What follows belongs to an exercise in optimizing a design on an open flow for small area, a short achievable clock period and few clock cycles; a production flow would make more cautious choices. Function was checked by simulation only, so behaviour that the tests miss may differ from the original. Power figures rest on the tool's default switching activity, not on a simulated workload.

[design/flow/config.mk]
export PLATFORM = sky130hd
export DESIGN_NAME = shipValidator
export DESIGN_NICKNAME = shipValidator
export VERILOG_FILES = /design/flow/design.v
export SDC_FILE = /design/flow/constraint.sdc
export NUM_CORES = 4
export LEC_CHECK = 0
export CAP_MARGIN = 20
export CORE_MARGIN = 2
export CORE_UTILIZATION = 40
export PLACE_DENSITY = 0.6
export SLEW_MARGIN = 20
[design/flow/constraint.sdc]
create_clock -name core_clock -period 6.0 [get_ports {clk}]
set_input_delay 1.2000 -clock core_clock [delete_from_list [all_inputs] [get_ports {clk}]]
set_output_delay 1.2000 -clock core_clock [all_outputs]
set_load 0.01 [all_outputs]
[design/flow/design.v]
package fleetPkg;
	localparam int boardSize = 8;
	localparam int maxCells = 5;
	localparam int fleetDepth = 11;
	typedef logic [3:0] coordT;
	typedef logic [3:0] entryIdxT;
	typedef enum logic [2:0]
	{
		submarine = 3'd0,
		cruiser = 3'd1,
		seaplane = 3'd2,
		battleship = 3'd3,
		carrier = 3'd4
	} shipKindT;
	typedef struct packed
	{
		coordT x;
		coordT y;
	} cellT;
	typedef logic [45:0] shipRecordT;
	typedef struct packed
	{
		shipKindT kind;
		logic player;
		coordT x;
		coordT y;
		logic direction;
		logic [1:0] orientation;
	} placeRequestT;
	typedef enum logic [2:0]
	{
		idle = 3'd0,
		checkBorder = 3'd1,
		borderConflict = 3'd2,
		scanFleet = 3'd3,
		memoryConflict = 3'd4,
		saving = 3'd5
	} placeStateT;
endpackage
`timescale 1ns/10ps
module shipCellDecoder
(
	input logic clk,
	input logic rstN,
	input logic decodeStrobe,
	input fleetPkg::placeRequestT request,
	output fleetPkg::shipRecordT record,
	output logic onBoard
);
	fleetPkg::shipRecordT nextRecord;
	logic nextOnBoard;
	logic kindLegal;
	logic straightLine;
	logic [2:0] cellCount;
	logic [fleetPkg::maxCells-1:0][3:0] cellX;
	logic [fleetPkg::maxCells-1:0][3:0] cellY;
	always_comb
	begin
		kindLegal = 1'b1;
		straightLine = 1'b1;
		cellCount = 3'd0;
		cellX = '0;
		cellY = '0;
		cellX[0] = request.x;
		cellY[0] = request.y;
		case (request.kind)
			fleetPkg::submarine: cellCount = 3'd1;
			fleetPkg::cruiser: cellCount = 3'd2;
			fleetPkg::battleship: cellCount = 3'd4;
			fleetPkg::carrier: cellCount = 3'd5;
			fleetPkg::seaplane:
			begin
				cellCount = 3'd3;
				straightLine = 1'b0;
			end
			default:
			begin
				kindLegal = 1'b0;
				straightLine = 1'b0;
				cellX[0] = 4'd0;
				cellY[0] = 4'd0;
			end
		endcase
		if (straightLine)
		begin
			for (int i = 1; i < fleetPkg::maxCells; i++)
			begin
				if (i < cellCount)
				begin
					cellX[i] = request.direction ? request.x : request.x + 4'(i);
					cellY[i] = request.direction ? request.y + 4'(i) : request.y;
				end
			end
		end
		if (request.kind == fleetPkg::seaplane)
		begin
			case (request.orientation)
				2'd0:
				begin
					cellX[1] = request.x + 4'd1; cellY[1] = request.y + 4'd1;
					cellX[2] = request.x + 4'd2; cellY[2] = request.y;
				end
				2'd1:
				begin
					cellX[1] = request.x + 4'd1; cellY[1] = request.y - 4'd1;
					cellX[2] = request.x + 4'd2; cellY[2] = request.y;
				end
				2'd2:
				begin
					cellX[1] = request.x + 4'd1; cellY[1] = request.y + 4'd1;
					cellX[2] = request.x; cellY[2] = request.y + 4'd2;
				end
				default:
				begin
					cellX[1] = request.x - 4'd1; cellY[1] = request.y + 4'd1;
					cellX[2] = request.x; cellY[2] = request.y + 4'd2;
				end
			endcase
		end
		nextOnBoard = kindLegal;
		for (int i = 0; i < fleetPkg::maxCells; i++)
		begin
			if (i < cellCount && (cellX[i] >= 4'(fleetPkg::boardSize)
				|| cellY[i] >= 4'(fleetPkg::boardSize)))
				nextOnBoard = 1'b0;
		end
		nextRecord = {request.kind, cellCount, cellX[4], cellY[4], cellX[3], cellY[3], cellX[2],
			cellY[2], cellX[1], cellY[1], cellX[0], cellY[0]};
	end
	always_ff @(posedge clk or negedge rstN)
	begin
		if (!rstN)
			onBoard <= 1'b0;
		else if (decodeStrobe)
			onBoard <= nextOnBoard;
	end
	always_ff @(posedge clk)
	begin
		if (decodeStrobe)
			record <= nextRecord;
	end
endmodule
`timescale 1ns/10ps
module overlapScanner
(
	input logic clk,
	input logic rstN,
	input logic scanStart,
	input fleetPkg::shipRecordT newRecord,
	input fleetPkg::entryIdxT entryCount,
	output fleetPkg::entryIdxT readIdx,
	input fleetPkg::shipRecordT readRecord,
	output logic scanDone,
	output logic hit
);
	logic busy;
	logic cellMatch;
	logic fleetEmpty;
	logic fleetFull;
	logic lastEntry;
	assign fleetEmpty = (entryCount == '0);
	assign fleetFull = (entryCount == fleetPkg::entryIdxT'(fleetPkg::fleetDepth));
	assign lastEntry = (readIdx == entryCount - 4'd1);
	always_comb
	begin
		cellMatch = 1'b0;
		for (int i = 0; i < fleetPkg::maxCells; i++)
		begin
			for (int j = 0; j < fleetPkg::maxCells; j++)
			begin
				if (i < newRecord[42:40] && j < readRecord[42:40]
					&& newRecord[i*8 +: 8] == readRecord[j*8 +: 8])
					cellMatch = 1'b1;
			end
		end
	end
	always_ff @(posedge clk or negedge rstN)
	begin
		if (!rstN)
		begin
			busy <= 1'b0;
			readIdx <= '0;
			scanDone <= 1'b0;
			hit <= 1'b0;
		end
		else
		begin
			scanDone <= 1'b0;
			if (scanStart)
			begin
				busy <= 1'b1;
				readIdx <= '0;
				hit <= 1'b0;
			end
			else if (busy)
			begin
				if (fleetFull || fleetEmpty || cellMatch || lastEntry)
				begin
					busy <= 1'b0;
					scanDone <= 1'b1;
					hit <= fleetFull || (!fleetEmpty && cellMatch);
				end
				else
					readIdx <= readIdx + 4'd1;
			end
		end
	end
endmodule
`timescale 1ns/10ps
module fleetStore
(
	input logic clk,
	input logic rstN,
	input logic player,
	input logic writeStrobe,
	input fleetPkg::shipRecordT writeRecord,
	input fleetPkg::entryIdxT readIdx,
	output fleetPkg::shipRecordT readRecord,
	output fleetPkg::entryIdxT entryCount
);
	logic [45:0] bank0 [fleetPkg::fleetDepth];
	logic [45:0] bank1 [fleetPkg::fleetDepth];
	fleetPkg::entryIdxT count0;
	fleetPkg::entryIdxT count1;
	assign readRecord = player ? bank1[readIdx] : bank0[readIdx];
	assign entryCount = player ? count1 : count0;
	always_ff @(posedge clk or negedge rstN)
	begin
		if (!rstN)
		begin
			count0 <= '0;
			count1 <= '0;
		end
		else if (writeStrobe)
		begin
			if (player)
				count1 <= count1 + 4'd1;
			else
				count0 <= count0 + 4'd1;
		end
	end
	always_ff @(posedge clk)
	begin
		if (writeStrobe && !player)
			bank0[count0] <= writeRecord;
		if (writeStrobe && player)
			bank1[count1] <= writeRecord;
	end
endmodule
`timescale 1ns/10ps
module placementControl
(
	input logic clk,
	input logic rstN,
	input logic enable,
	input logic onBoard,
	input logic scanDone,
	input logic hit,
	output logic decodeStrobe,
	output logic scanStart,
	output logic writeStrobe,
	output logic placed,
	output logic borderConflict,
	output logic memoryConflict
);
	fleetPkg::placeStateT state;
	fleetPkg::placeStateT nextState;
	always_ff @(posedge clk or negedge rstN)
	begin
		if (!rstN)
			state <= fleetPkg::idle;
		else
			state <= nextState;
	end
	always_comb
	begin
		nextState = state;
		case (state)
			fleetPkg::idle:
				if (enable)
					nextState = fleetPkg::checkBorder;
			fleetPkg::checkBorder:
				nextState = onBoard ? fleetPkg::scanFleet : fleetPkg::borderConflict;
			fleetPkg::scanFleet:
				if (scanDone)
					nextState = hit ? fleetPkg::memoryConflict : fleetPkg::saving;
			fleetPkg::borderConflict, fleetPkg::memoryConflict, fleetPkg::saving:
				if (!enable)
					nextState = fleetPkg::idle;
			default: nextState = fleetPkg::idle;
		endcase
	end
	assign decodeStrobe = (state == fleetPkg::idle) && enable;
	assign scanStart = (state == fleetPkg::checkBorder) && onBoard;
	assign writeStrobe = (state == fleetPkg::scanFleet) && scanDone && !hit;
	assign placed = (state == fleetPkg::saving);
	assign borderConflict = (state == fleetPkg::borderConflict);
	assign memoryConflict = (state == fleetPkg::memoryConflict);
endmodule
`timescale 1ns/10ps
module shipValidator
(
	input logic clk,
	input logic rstN,
	input logic enable,
	input logic [14:0] request,
	output logic placed,
	output logic borderConflict,
	output logic memoryConflict,
	output logic conflict
);
	fleetPkg::placeRequestT requestFields;
	fleetPkg::shipRecordT record;
	fleetPkg::shipRecordT readRecord;
	fleetPkg::entryIdxT readIdx;
	fleetPkg::entryIdxT entryCount;
	logic onBoard;
	logic decodeStrobe;
	logic scanStart;
	logic scanDone;
	logic hit;
	logic writeStrobe;
	logic latchedPlayer;
	assign requestFields = request;
	always_ff @(posedge clk or negedge rstN)
	begin
		if (!rstN)
			latchedPlayer <= 1'b0;
		else if (decodeStrobe)
			latchedPlayer <= requestFields.player;
	end
	shipCellDecoder decoder
	(
		.clk(clk),
		.rstN(rstN),
		.decodeStrobe(decodeStrobe),
		.request(requestFields),
		.record(record),
		.onBoard(onBoard)
	);
	overlapScanner scanner
	(
		.clk(clk),
		.rstN(rstN),
		.scanStart(scanStart),
		.newRecord(record),
		.entryCount(entryCount),
		.readIdx(readIdx),
		.readRecord(readRecord),
		.scanDone(scanDone),
		.hit(hit)
	);
	fleetStore store
	(
		.clk(clk),
		.rstN(rstN),
		.player(latchedPlayer),
		.writeStrobe(writeStrobe),
		.writeRecord(record),
		.readIdx(readIdx),
		.readRecord(readRecord),
		.entryCount(entryCount)
	);
	placementControl control
	(
		.clk(clk),
		.rstN(rstN),
		.enable(enable),
		.onBoard(onBoard),
		.scanDone(scanDone),
		.hit(hit),
		.decodeStrobe(decodeStrobe),
		.scanStart(scanStart),
		.writeStrobe(writeStrobe),
		.placed(placed),
		.borderConflict(borderConflict),
		.memoryConflict(memoryConflict)
	);
	assign conflict = borderConflict | memoryConflict;
endmodule
[design/flow/run.sh]
#!/bin/bash
# synth_recipe.tcl (not shown) runs the flow's synth.tcl, then flattens the netlist and writes it again
# the make line also repeats each setting of config.mk as NAME=value (left out here)
make -C /OpenROAD-flow-scripts/flow DESIGN_CONFIG=/design/flow/config.mk WORK_HOME=/design/flow/orfs CLKGATE_MAP_FILE= SYNTH_SCRIPT=/design/flow/synth_recipe.tcl finish
==> run notes <==
Hold Buf Count CTS 0; vias in the first global route 24500; most used flip-flop cell after synthesis edfxtp_1; Slew @ Worst Pin 1.17 ns; Starting Density 40.3%; WP data required 6.52 ns; IO buf count 21; Max FO, Critical Path 73; first-pass GRT wire length 175000 um; critical path arrival 5.53 ns; Via density 5.80; Worst-Skew Late Latency 0.68 ns; final hold vios 0; DR DRC count 0; outcome timing/DRC/antenna clean; EDFF count, synth 989; Slew HR 22.3%; fin cells 4174; H-Tree Depth 3; register area share after synthesis 69.8%; MaxCap Viol Count 0; antenna-violating nets left 0; site row count 120; CTS sink count 1009; share of layout cells above drive strength 1 15.6%; Worst Setup Start Kind flip-flop; Final setup violation count 0; total die area 0.111 mm2; Yosys reg bits 1009; Congestion Overflow GR 0; wire per inst 29.3 um; Ys Warns 5; Post-Synthesis Net Count 2674; Num CTS Buffers 101; Min Hold Slack 0.495 ns; placed cell count 3982; crit end category flip-flop; fmax 0.199 GHz; initial antenna violation count 4; CP Cell Sequence buf_12 > mux2i_1 > o22ai_1 > or4_1 > a21oi_1 > xor2_1 > nand3_1 > or4_1 > nand4_1 > nor4_4 > and2_1 > a2111oi_0 > a211oi_1; Synth cell types 73; Final HPWL DP 66600 um; CTS tree built; Post-Syn Instances 2632; minimum clock period 5.01 ns; most frequent cells in the layout edfxtp_1 (989), mux2i_1 (294), nand2_1 (121); DIE WIDTH 333 um; CTS root buf clkbuf_16; # resized after CTS 0; GR Util All Layers 21.8%; Max Slew Vio Count 0; CP max stage delay 1.02 ns; Placeable Area 0.107 mm2; ANT cells 0; Max Buffers Root-to-Sink 3; Post CTS Setup Buffer Count 0; nets@finish 2728; final WL 122000 um; Post-Syn Area per Cell 16.4 um2; CP bufs+invs 1; Detailed Route Iter0 Violations 2897; pwr dens 365 mW/mm2; clk_skew 0.0252 ns; I/O pin count 22; fin crit share 83.6%; Slowest-stage cell, CP dfrtp_4; Hold WC Path Type in2async; async set or reset register ratio after synthesis 1.98%; RSZ-0062 raised after global routing false; via count 24200; VDD IR max 0.255 mV; most common cell after layout, fill and taps aside edfxtp_1; Setup TNS Final 0 ns; Chip Height 333 um; cell family with the largest share of critical-path delay simple AND/OR/NAND/NOR gates; largest net degree at the start of global routing 100; Final Core Density 45.5%; drt first pass iters 6; GP Congestion 0.912; mapped cell area 0.0432 mm2; Syn-to-layout area delta 12.9%; critical path type reg2reg; LEAKAGE 0.0150 uW; CTS clk-pin slew, worst paths 0.06 ns; most frequent CP cell or4_1
power by group:
group	switching (uW)	internal (uW)
Combinational	1890	1040
Clock	2680	3870
Sequential	208	8140
Total	4780	13000
registers in the layout, summed over array words and instances (netlist names):
name	flops
decoder.record	43
store.bank0	473
store.count0	4
latchedPlayer	1
decoder.onBoard	1
scanner.readIdx	4
store.count1	4
control.state	3
scanner.scanDone	1
scanner.hit	1
store.bank1	473
scanner.busy	1
worst register-to-register path, stage by stage (launching register included):
cell       delay [ns]
dfrtp_4          1.02
buf_12           0.47
mux2i_1          0.39
o22ai_1          0.09
or4_1            0.55
a21oi_1          0.65
xor2_1           0.20
nand3_1          0.08
or4_1            0.46
nand4_1          0.14
nor4_4           0.07
and2_1           0.19
a2111oi_0        0.46
a211oi_1         0.09
per-stage QoR:
step	power, uW	instance area (um2)	worst slack, ns
floorplan	10400	43200	0.184
global placement	11300	45200	0.878
detailed placement	11400	45300	1.02
CTS	17900	48700	1.02
global route	18400	48800	0.810
finish	17800	48800	0.987
kinds of logic after synthesis:
logic type / count (synthesis) / share of synthesized area [%]
compound gates: 373 / 5.85
xor+xnor: 217 / 4.40
fa+ha+maj: 24 / 0.695
buf+inv: 221 / 2.91
flops: 1009 / 69.8
mux: 407 / 11.9
simple gates: 381 / 4.42
final timing paths:
path	slack (ns)	start	cells past startpoint	to
max	0.99	scanner.readIdx[0]	13	scanner.hit
min	0.50	rstN	1	store.count0[1]
max reg2reg	0.99	scanner.readIdx[0]	13	scanner.hit
min reg2reg	0.55	decoder.onBoard	2	decoder.onBoard
max in group asynchronous	5.09	rstN	1	scanner.readIdx[1]
min in group core_clock	0.55	decoder.onBoard	2	decoder.onBoard
layout make-up:
class                   count  area (um2)
fillers                  9287       58400
flip-flops and latches   1009       30200
multi-input cells        1402       11900
clock buffers             122        2670
well taps                1403        1760
repair buffers            141        1370
clock inverters            66         769
inverters                  31         116
cell usage after synthesis, drive strengths merged, types with 31 or more instances:
cell | n | area, um2
a221oi | 55 | 513
edfxtp | 989 | 29700
xor2 | 100 | 876
o22ai | 31 | 194
nor2 | 65 | 244
nand2 | 121 | 454
o21ai | 109 | 546
xnor2 | 117 | 1020
mux4 | 78 | 1800
mux2 | 35 | 394
a21oi | 97 | 527
mux2i | 294 | 2940
clkbuf | 85 | 320
nand4 | 34 | 228
buf | 105 | 820
routing by layer:
layer	global-route usage (%)	wire, um
met2	36.4	59200
met1	29.3	51800
met3	3.49	7400
met5	0	61
met4	6.83	3660
Testbench counts, summed over its fixed seeds: cycles 14,502.

==> afterwards: timing with drivers on the ports <==
The flow's constraints put no driver on any port. The routed layout listed below was extracted and timed again, unchanged, in two steps.
Step 1 (the two cells are an assumption about what drives the block):
set clk [get_ports {clk}]
set_driving_cell -lib_cell sky130_fd_sc_hd__clkbuf_16 $clk
set_driving_cell -lib_cell sky130_fd_sc_hd__buf_2 [delete_from_list [all_inputs] $clk]
Step 2 moves the port delays by t, midway between the first and last clock arrival at a register: inputs arrive t later, outputs are due t later. That takes back most of the time a late clock gives input paths.
Slacks: ideal ports / drivers / drivers and shift; pairs: ideal ports / drivers.
t (ns): 0.740
setup slack, ns: 0.987 / 0.987 / 0.987
worst slew at a driven data input, ns: 0.08
After both steps this run still meets setup and hold. The setup slack of this run moves by 0.000 ns with the drivers and by 0.000 ns with both steps.
